This is an optimization exercise on Yosys and OpenROAD, whose aim is small area, a short achievable clock period and few clock cycles per item, not a production implementation. At most, simulation tests tie the RTL to the original design; equivalence was not proved. Power figures rest on the tool's default switching activity, not on a simulated workload.

indigo:
## rgb565_hsl_color_classifier
module rgb565_hsl_color_classifier (
  input  logic        clk,
  input  logic        rst_n,
  input  logic        start,
  output logic        busy,
  input  logic [15:0] in_pixel,
  output logic        out_valid,
  output logic [7:0]  out_hue,
  output logic [7:0]  out_lightness,
  output logic [7:0]  out_saturation,
  output logic        out_match,
  input  logic        cfg_we,
  input  logic [2:0]  cfg_index,
  input  logic [15:0] cfg_data
);
Size: roughly 1,900 cells after synthesis, ~19,000 um2 of cells after synthesis.
export LEC_CHECK = 0
export CAP_MARGIN = 20
export CORE_MARGIN = 2
export CORE_UTILIZATION = 40
export CTS_CLUSTER_DIAMETER = 80
export CTS_CLUSTER_SIZE = 28
export PLACE_DENSITY = 0.6
export SETUP_SLACK_MARGIN = 3.7
export SLEW_MARGIN = 20
create_clock -name core_clock -period 6.0 [get_ports {clk}]
run.sh (not shown) runs the stock make flow with config.mk's settings and CLKGATE_MAP_FILE= SYNTH_SCRIPT=/design/flow/synth_recipe.tcl, a recipe that flattens the netlist after the stock synthesis.
indigo reached the end of the flow, and the finished layout is clean on the timing, DRC and antenna checks.
## Diff of input files: garnet against indigo
-- flow/config.mk --
<<< indigo, line 13
export PLACE_DENSITY = 0.6
export SETUP_SLACK_MARGIN = 3.7
export SLEW_MARGIN = 20
>>> garnet, line 13
export PLACE_DENSITY = 0.6
export SETUP_SLACK_MARGIN = 3.9
export SLEW_MARGIN = 20
- When garnet is measured against indigo, its sequential power turns out about 1% higher.
- Total power (garnet over indigo): increase, 9.1%
- Summed area of non-filler cells in the final layout was higher in garnet than in indigo.
- Of garnet and indigo, it is garnet that has the higher half-perimeter wire length of the detailed placement result.
- Non-clock buffer count for garnet: 53 up relative to indigo
- Count of inverters not on the clock network in the layout in garnet vs indigo: down 0.40%
- Looking at routed wire length across both flows, garnet is the weaker of the two, with indigo ahead.
Edits applied to the flow inputs when going from garnet to ember:
-- flow/config.mk --
<<< garnet, line 10
export CORE_UTILIZATION = 40
export CTS_CLUSTER_DIAMETER = 80
export CTS_CLUSTER_SIZE = 28
export PLACE_DENSITY = 0.6
export SETUP_SLACK_MARGIN = 3.9
export SLEW_MARGIN = 20
>>> ember, line 10
export CORE_UTILIZATION = 40
export CTS_CLUSTER_DIAMETER = 90
export CTS_CLUSTER_SIZE = 32
export PLACE_DENSITY = 0.6
export SETUP_SLACK_MARGIN = 3.5
export SLEW_MARGIN = 20
### Flow results
- ember | status: complete | timing, DRC, antenna: pass
- Comparing garnet against ember, there is no change at all in async set-or-reset flop fraction in the synthesized netlist.
- From garnet to ember the numbers moved as follows: setup slack -0.074 ns; power in the clock group -about 16%; final sequential cell count ~0 delta.
- When ember is set beside garnet, its number of gates on the worst path with buffers counted turns out to be 7 smaller.
No run of this note included a check of the RTL's function; only the layout flow was run.

rgb565_hsl_color_classifier, a different RTL version from the one above (not shown whole).
For scale: roughly 2500 cells after synthesis, ~470 flip-flops, about 19000 um2 of cells after synthesis.
clock: 6.0 ns
lec_check: 0
abc_area: 1
cap_margin: 20
core_margin: 2
core_utilization: 70
cts_cluster_diameter: 80
cts_cluster_size: 28
place_density: 0.8
setup_slack_margin: 3.8
slew_margin: 20
standard.sh (not shown) runs the stock make flow with config.mk's settings and CLKGATE_MAP_FILE= SYNTH_SCRIPT=/design/flow/synth_recipe.tcl, a recipe that flattens the netlist after the stock synthesis.
==> flow/flow/run.sh <==
#!/bin/bash
set -euo pipefail
bash standard.sh "BUFFER_PORTS_ARGS=-buffer_cell sky130_fd_sc_hd__buf_1" finish > flow_make.log 2>&1
Testbench counts at the start, summed over its fixed seeds: cycles 24,088, pixels 24,000.
Change:
==> flow/flow/run.sh (replaced) <==
#!/bin/bash
set -euo pipefail
bash standard.sh "BUFFER_PORTS_ARGS=-buffer_cell sky130_fd_sc_hd__buf_2" finish > flow_make.log 2>&1
--- a/flow/config.mk
+++ b/flow/config.mk
@@ -8,3 +8,3 @@
 export ABC_AREA = 1
-export CAP_MARGIN = 20
+export CAP_MARGIN = 5
 export CORE_MARGIN = 2
@@ -15,2 +15,2 @@
 export SETUP_SLACK_MARGIN = 3.8
-export SLEW_MARGIN = 20
+export SLEW_MARGIN = 5
The changed run passed the timing, DRC and antenna checks.
Register-to-register slack improves by 0.02 ns.
Die area stays the same.
Hold slack is about the same.
Power goes down slightly.
Design area came out higher slightly.
Combinational power drops slightly.
Synthesized area does not change.
Fmax stays flat.
Global-route usage goes down by 0.42 points.

Another version of the RTL of rgb565_hsl_color_classifier (not shown whole).
For scale: ~2200 cells after synthesis, ~66 I/O pins, about 20000 um^2 of cells after synthesis.
Design rgb565_hsl_color_classifier, start of the top module:
module rgb565_hsl_color_classifier (
  input  logic        clk,
  input  logic        rst_n,
  input  logic        start,
  output logic        busy,
  input  logic [15:0] in_pixel,
  output logic        out_valid,
  output logic [7:0]  out_hue,
  output logic [7:0]  out_lightness,
  output logic [7:0]  out_saturation,
  output logic        out_match,
  input  logic        cfg_we,
  input  logic [2:0]  cfg_index,
  input  logic [15:0] cfg_data
);
clock: 6.0 ns
lec_check: 0
abc_area: 1
cap_margin: 20
core_margin: 2
core_utilization: 40
cts_cluster_diameter: 80
cts_cluster_size: 28
place_density: 0.6
setup_slack_margin: 3.7
slew_margin: 20
==> flow/flow/run.sh <==
#!/bin/bash
set -euo pipefail
bash standard.sh "BUFFER_PORTS_ARGS=-buffer_cell sky130_fd_sc_hd__buf_2" finish > flow_make.log 2>&1
Testbench counts at the start, summed over its fixed seeds: cycles 24,096, pixels 24,000.
Edit:
==> flow/run.sh (new file) <==
#!/bin/bash
# synth_recipe.tcl (not shown) runs the flow's synth.tcl, then flattens the netlist and writes it again
# the make line also repeats each setting of config.mk as NAME=value (left out here)
make -C /OpenROAD-flow-scripts/flow DESIGN_CONFIG=/design/flow/config.mk WORK_HOME=/design/flow/orfs CLKGATE_MAP_FILE= SYNTH_SCRIPT=/design/flow/synth_recipe.tcl finish
- ABC_AREA: 1 -> default
- SETUP_SLACK_MARGIN: 3.7 -> 3.9
removed: flow/flow/run.sh
removed: flow/standard.sh
The changed run finished clean.
Synthesized cell count is lower by about 9%.
Global-route usage climbs by 0.62 points.
Total power is higher by about 11%.

RTL: one of the versions met above, not the one the previous note started from.
Size: roughly 470 flip-flops, ~19000 sq um of cells after synthesis.
==> flow/design.v (excerpt) <==
module rgb565_hsl_color_classifier (
  input  logic        clk,
  input  logic        rst_n,
  input  logic        start,
  output logic        busy,
  input  logic [15:0] in_pixel,
  output logic        out_valid,
  output logic [7:0]  out_hue,
  output logic [7:0]  out_lightness,
  output logic [7:0]  out_saturation,
  output logic        out_match,
  input  logic        cfg_we,
  input  logic [2:0]  cfg_index,
  input  logic [15:0] cfg_data
);
clock: 6.0 ns
lec_check: 0
abc_area: 1
cap_margin: 20
core_margin: 2
core_utilization: 70
cts_cluster_diameter: 80
cts_cluster_size: 28
place_density: 0.8
setup_slack_margin: 3.9
slew_margin: 20
==> flow/flow/run.sh <==
#!/bin/bash
set -euo pipefail
bash standard.sh "BUFFER_PORTS_ARGS=-buffer_cell sky130_fd_sc_hd__buf_2" finish > flow_make.log 2>&1
Testbench counts at the start, summed over its fixed seeds: cycles 24,088, pixels 24,000.
Then changed:
CORE_UTILIZATION = 40   (was 70)
PLACE_DENSITY = 0.6   (was 0.8)
SETUP_SLACK_MARGIN = 3.7   (was 3.9)
Outcome: Hold slack degrades by 3.9 ps; global-route usage came out lower by 11 points; design area rises slightly.

Starting RTL as in the previous note.
// rgb565_hsl_color_classifier
module rgb565_hsl_color_classifier (
  input  logic        clk,
  input  logic        rst_n,
  input  logic        start,
  output logic        busy,
  input  logic [15:0] in_pixel,
  output logic        out_valid,
  output logic [7:0]  out_hue,
  output logic [7:0]  out_lightness,
  output logic [7:0]  out_saturation,
  output logic        out_match,
  input  logic        cfg_we,
  input  logic [2:0]  cfg_index,
  input  logic [15:0] cfg_data
);
clock: 6.0 ns
lec_check: 0
abc_area: 0
cap_margin: 20
core_margin: 2
core_utilization: 70
cts_cluster_diameter: 80
cts_cluster_size: 28
place_density: 0.8
setup_slack_margin: 3.8
slew_margin: 20
Scripts as last shown in full above: flow/flow/run.sh
The starting point finished clean.
Testbench counts at the start, summed over its fixed seeds: cycles 24,088, pixels 24,000.
Rerun with:
--- a/flow/config.mk
+++ b/flow/config.mk
@@ -6,10 +6,10 @@
 export NUM_CORES = 4
 export LEC_CHECK = 0
-export ABC_AREA = 0
+export ABC_AREA = 1
 export CAP_MARGIN = 20
 export CORE_MARGIN = 2
 export CORE_UTILIZATION = 70
-export CTS_CLUSTER_DIAMETER = 80
-export CTS_CLUSTER_SIZE = 28
+export CTS_CLUSTER_DIAMETER = 100
+export CTS_CLUSTER_SIZE = 34
 export PLACE_DENSITY = 0.8
 export SETUP_SLACK_MARGIN = 3.8
=>
- The new run completed without violations
- non-clock buffer count shrinks by 113
- fmax came out higher by 15%
- clock skew falls by 0.011 ns
- wire length drops by 14%
- final area falls by 8.8%
- core utilization drops by 9.9 points
- total power goes down by 12%
- hold slack gets better by 0.0059 ns
- die area goes up by 2.7%
Rerun with:
--- a/flow/config.mk
+++ b/flow/config.mk
@@ -9,8 +9,8 @@
 export CAP_MARGIN = 20
 export CORE_MARGIN = 2
-export CORE_UTILIZATION = 70
-export CTS_CLUSTER_DIAMETER = 100
-export CTS_CLUSTER_SIZE = 34
-export PLACE_DENSITY = 0.8
-export SETUP_SLACK_MARGIN = 3.8
+export CORE_UTILIZATION = 40
+export CTS_CLUSTER_DIAMETER = 80
+export CTS_CLUSTER_SIZE = 28
+export PLACE_DENSITY = 0.6
+export SETUP_SLACK_MARGIN = 3.6
 export SLEW_MARGIN = 20
Effect: The new run completed with no timing, DRC or antenna violations; synthesized cell count stays the same; register-to-register slack gets worse by 0.09 ns; wire length hardly moves; core utilization went down by 32 points; total power went up slightly; fmax went down slightly; global-route usage went down by 11 points; clock skew went up by 0.013 ns; design area went up by a few percent.

==> separate check: timing with driven ports <==
No port has a modelled driver above. Below, the same layouts with a new extraction and two added sets of constraints.
Step 1 assumes that a clkbuf_16 drives the clock port and a buf_2 every other input.
Step 2 also shifts input and output timing later by t, the mid clock arrival at the registers, as if the neighbouring blocks saw the same clock.
Three values: no drivers, after step 1, after step 2; two values: the first two.
run	t (ns)	setup WS [ns]	worst register clock-pin slew, ns	worst data-port slew with drivers (ns)
indigo	0.619	3.617 / 3.617 / 3.180	0.11 / 0.11	0.04
garnet	0.619	3.664 / 3.664 / 3.384	0.10 / 0.10	0.04
ember	0.599	3.590 / 3.547 / 3.015	0.12 / 0.12	0.04
the first run of note 2	0.573	3.819 / 3.767 / 3.340	0.11 / 0.11	0.04
the second run of note 2	0.574	3.819 / 3.770 / 3.301	0.11 / 0.11	0.04
the first run of note 3	0.630	3.730 / 3.672 / 3.397	0.10 / 0.10	0.04
the second run of note 3	0.629	3.746 / 3.690 / 3.426	0.10 / 0.10	0.04
the first run of note 4	0.571	3.816 / 3.766 / 3.435	0.10 / 0.10	0.04
the second run of note 4	0.606	3.738 / 3.685 / 3.337	0.11 / 0.11	0.04
the first run of note 5	0.588	3.440 / 3.440 / 3.233	0.11 / 0.11	0.04
the second run of note 5	0.570	3.773 / 3.767 / 3.227	0.12 / 0.12	0.04
the third run of note 5	0.604	3.740 / 3.687 / 3.343	0.11 / 0.11	0.04
After both steps every run listed still meets setup and hold. For ember, which loses most, drivers alone change the setup slack by -0.043 ns; drivers and shift together by -0.575 ns.
